Source: an optimization exercise on an open RTL-to-GDS flow (aim: small area). Production flows keep margins and buffers that such runs may drop. Function was checked by simulation only, so behaviour that the tests miss may differ from the original. The flow treats the clock pin as an ideal source, which a real chip does not have. Power is estimated from default activity; no workload was simulated.

==> inputs of quartz <==
Design cmac_rx_monitor, start of the top module:
module cmac_rx_monitor #(
   parameter int          MIN_FRAME_BYTES  = 64,
   parameter int          MAX_FRAME_BYTES  = 9600,
   parameter int          CNT_W            = 12,   
   parameter int          BYTES_W          = 24,   
   parameter logic [CNT_W-1:0] GOOD_FRAMES_INIT = '0    
) (
   input  logic               user_clk,
   input  logic               user_resetn,
   input  logic               clear,
   input  logic [511:0]       s_axis_tdata,
   input  logic [63:0]        s_axis_tkeep,
   input  logic               s_axis_tuser,
   input  logic               s_axis_tlast,
   input  logic               s_axis_tvalid,
   output logic               s_axis_tready,
   output logic [511:0]       m_axis_tdata,
   output logic [63:0]        m_axis_tkeep,
   output logic               m_axis_tuser,
   output logic               m_axis_tlast,
   output logic               m_axis_tvalid,
   input  logic               m_axis_tready,
   output logic [CNT_W-1:0]   good_frames,
   output logic [CNT_W-1:0]   bad_frames,
   output logic [CNT_W-1:0]   runt_frames,
   output logic [CNT_W-1:0]   oversize_frames,
   output logic [BYTES_W-1:0] good_bytes,
   output logic               frame_done,
   output logic [15:0]        last_frame_len
);
   localparam int BW = 512 + 64 + 2;
   logic [BW-1:0] main_q, skid_q, skid_d, in_beat;
   logic  main_vld, skid_vld, rdy_q, skid_nxt;
   logic  in_hs, out_hs, frame_end, main_ld;
   assign in_beat   = {s_axis_tdata, s_axis_tkeep, s_axis_tuser, s_axis_tlast};
   assign in_hs     = s_axis_tvalid & rdy_q;
   assign out_hs    = main_vld & m_axis_tready;
  ...
export LEC_CHECK = 0
export CAP_MARGIN = 20
export CORE_AREA = 5 5 435 435
export DIE_AREA = 0 0 440 440
export GPL_ROUTABILITY_DRIVEN = 0
export GPL_TIMING_DRIVEN = 0
export PLACE_DENSITY = 0.85
export SLEW_MARGIN = 20
create_clock -name core_clock -period 13.0 [get_ports {user_clk}]
standard.sh (not shown) runs the stock make flow with config.mk's settings and CLKGATE_MAP_FILE= SYNTH_SCRIPT=/design/flow/synth_recipe.tcl, a recipe that flattens the netlist after the stock synthesis.
==> flow/flow/run.sh <==
#!/bin/bash
# Standard ORFS layout (standard.sh) with three changes:
#  - every port still gets its own buffer, but a minimum-size one (buf_1);
#  - CTS uses clkbuf_8, clusters of up to 18 sinks within 70 um, and no dummy loads;
#  - after CTS, each leaf clock buffer gets the smallest clkbuf whose flip-flop clock
#    pins keep a placement-estimated slew under 115 ps (flow/clk_leaf_resize.tcl).
# ORFS writes each step's full log under orfs/logs/; make's own output goes to standard.log.
set -euo pipefail
export BUFFER_PORTS_ARGS="-buffer_cell sky130_fd_sc_hd__buf_1"
export CTS_ARGS="-sink_clustering_enable -repair_clock_nets -dont_use_dummy_load -buf_list sky130_fd_sc_hd__clkbuf_8 -sink_clustering_size 18 -sink_clustering_max_diameter 70"
export POST_CTS_TCL="$PWD/flow/clk_leaf_resize.tcl"
export CLK_SLEW_TARGET=0.115
bash standard.sh finish > standard.log 2>&1
==> flow/flow/clk_leaf_resize.tcl <==
# Give each clock-tree leaf buffer (one that drives only flip-flop clock pins) the
# smallest clkbuf whose worst sink slew, with placement-estimated wires, stays under
# CLK_SLEW_TARGET (ns).
set_propagated_clock [all_clocks]
estimate_parasitics -placement
set target $::env(CLK_SLEW_TARGET)
set cands {sky130_fd_sc_hd__clkbuf_2 sky130_fd_sc_hd__clkbuf_4 sky130_fd_sc_hd__clkbuf_8 sky130_fd_sc_hd__clkbuf_16}
proc leaf_worst_slew {net} {
  set w 0
  foreach it [$net getITerms] {
    if {[$it getIoType] ne "INPUT"} continue
    set pin [get_pins [[$it getInst] getName]/[[$it getMTerm] getName]]
    foreach e {rise fall} { foreach a {min max} {
      set s [get_property $pin slew_${a}_$e]
      if {$s > $w} { set w $s }
    } }
  }
  return $w
}
set block [ord::get_db_block]
set db [ord::get_db]
set before 0.0; set after 0.0; set worst 0.0
foreach inst [$block getInsts] {
  set m [[$inst getMaster] getName]
  if {[lsearch $cands $m] < 0} continue
  set out [$inst findITerm X]
  set net [$out getNet]
  if {$net eq "NULL" || [$net getSigType] ne "CLOCK"} continue
  set leaf 1
  foreach it [$net getITerms] {
    if {[$it getInst] eq $inst} continue
    if {[[$it getMTerm] getName] ne "CLK"} { set leaf 0 }
  }
  if {!$leaf} continue
  set before [expr {$before + [[$inst getMaster] getWidth]}]
  set chosen $m
  foreach cand $cands {
    replace_cell [$inst getName] $cand
    estimate_parasitics -placement
    if {[leaf_worst_slew $net] <= $target} { set chosen $cand; break }
  }
  if {[[$inst getMaster] getName] ne $chosen} {
    replace_cell [$inst getName] $chosen
    estimate_parasitics -placement
  }
  set after [expr {$after + [[$inst getMaster] getWidth]}]
  set worst [expr {max($worst, [leaf_worst_slew $net])}]
  puts "leaf [$inst getName]: $m -> $chosen"
}
if {[catch {detailed_placement} msg]} { error "detailed placement after clock leaf resizing failed: $msg" }
check_placement -verbose
estimate_parasitics -placement
puts [format "leaf buffer area %.1f -> %.1f um2, worst leaf slew %.1f ps" [expr {$before*2.72/1000}] [expr {$after*2.72/1000}] [expr {$worst*1e3}]]
==> inputs of fjord, as changes to quartz <==
==> flow/flow/run.sh (replaced) <==
#!/bin/bash
# Standard ORFS layout with two changes: every port still gets its own buffer, but a
# minimum-size one (buf_1) instead of the default pick, and CTS inserts no dummy loads.
set -euo pipefail
export BUFFER_PORTS_ARGS="-buffer_cell sky130_fd_sc_hd__buf_1"
export CTS_ARGS="-sink_clustering_enable -repair_clock_nets -dont_use_dummy_load -buf_list sky130_fd_sc_hd__clkbuf_8 -sink_clustering_size 16 -sink_clustering_max_diameter 60"
bash standard.sh finish > standard.log 2>&1
--- a/flow/config.mk
+++ b/flow/config.mk
@@ -7,8 +7,8 @@
 export LEC_CHECK = 0
 export CAP_MARGIN = 20
 export CORE_AREA = 5 5 435 435
+export CTS_BUF_LIST = sky130_fd_sc_hd__clkbuf_8
+export CTS_CLUSTER_DIAMETER = 60
+export CTS_CLUSTER_SIZE = 16
 export DIE_AREA = 0 0 440 440
-export GPL_ROUTABILITY_DRIVEN = 0
-export GPL_TIMING_DRIVEN = 0
-export PLACE_DENSITY = 0.85
 export SLEW_MARGIN = 20
removed: flow/flow/clk_leaf_resize.tcl
==> run notes <==
Sequential power is about the same in fjord and quartz. Sequential share of layout area: quartz is lower than fjord (0.42 points). In die area, quartz and fjord do not differ. Against fjord, the core utilization of quartz is higher by 0.20 points. Against quartz, the clock skew of fjord is lower by 45 ps. Of quartz and fjord, fjord has the higher maximum frequency (gap about 7%, measured against fjord). First-iteration DRC count: fjord is smaller than quartz (26%). Against fjord, the via count of quartz is larger by 7.5%. Total power: fjord is lower than quartz (about 1.4%). In area after synthesis, quartz and fjord do not differ.
==> figures <==
| quantity | quartz | fjord |
|---|---|---|
| Largest clock skew in the final design | 128 ps | 83.0 ps |
| Wirelength, routed | 176000 um | 156000 um |
| Worst supply voltage drop on vdd | 379 uV | 441 uV |
| Clock network area share | 2.26% | 2.99% |
| Share of total power consumed by net switching | 38.4% | 36.9% |
| Post-route core utilization | 29.1% | 28.9% |
| Static Leakage | 19.0 nW | 18.9 nW |
| Clock latency on the worst-skew pair | 810 ps | 850 ps |
| Data arrival time of the critical path | 12500 ps | 11680 ps |
| Via Count | 29116 | 27091 |
| Cell area after layout | 53400 um^2 | 53000 um^2 |
| Outcome | no timing/DRC/antenna violations | no timing/DRC/antenna violations |
| Max Freq | 84.3 MHz | 90.8 MHz |
| Register share of the cell area | 59.3% | 59.7% |
| Clock network power | 1.80 mW | 2.04 mW |
| Post-DR vias/cell | 4.44 | 4.22 |
| Reg clk slew, reported paths | 80 ps | 70 ps |
| PwrDens | 266 nW/um^2 | 264 nW/um^2 |
| Worst Reg2Reg Path Length in Cells | 31 | 27 |
| I/O Buffers | 1250 | 1251 |
| Total Nets Final | 4702 | 4630 |
| Ratio of layout area to synthesized area | 1.220x | 1.212x |

afterwards: timing with drivers on the ports:
The results above use ideal ports. As a check the final layouts listed here were re-extracted and re-timed, cells and wires unchanged. Step 1: set_driving_cell puts a clkbuf_16 on user_clk and a buf_2 on each other input, an assumption about the parent block. Step 2 also shifts input and output timing later by t, the mid clock arrival at the registers, as if the neighbouring blocks saw the same clock. a / b / c = ideal ports / drivers / drivers and shift; a / b = the first two.
| run | t (ns) | setup WS [ns] | hold slack, ns | worst setup path at the end | cell pins on the clock port's net |
|---|---|---|---|---|---|
| quartz | 0.830 | 1.139 / 1.147 / 0.317 | 0.471 / 0.471 / 0.471 | input to register | 1 |
| fjord | 0.902 | 1.983 / 2.026 / 1.123 | 0.467 / 0.467 / 0.467 | input to register | 1 |
After both steps every run listed still meets setup and hold. For fjord, which loses most, drivers alone change the setup slack by +0.043 ns; drivers and shift together by -0.860 ns.
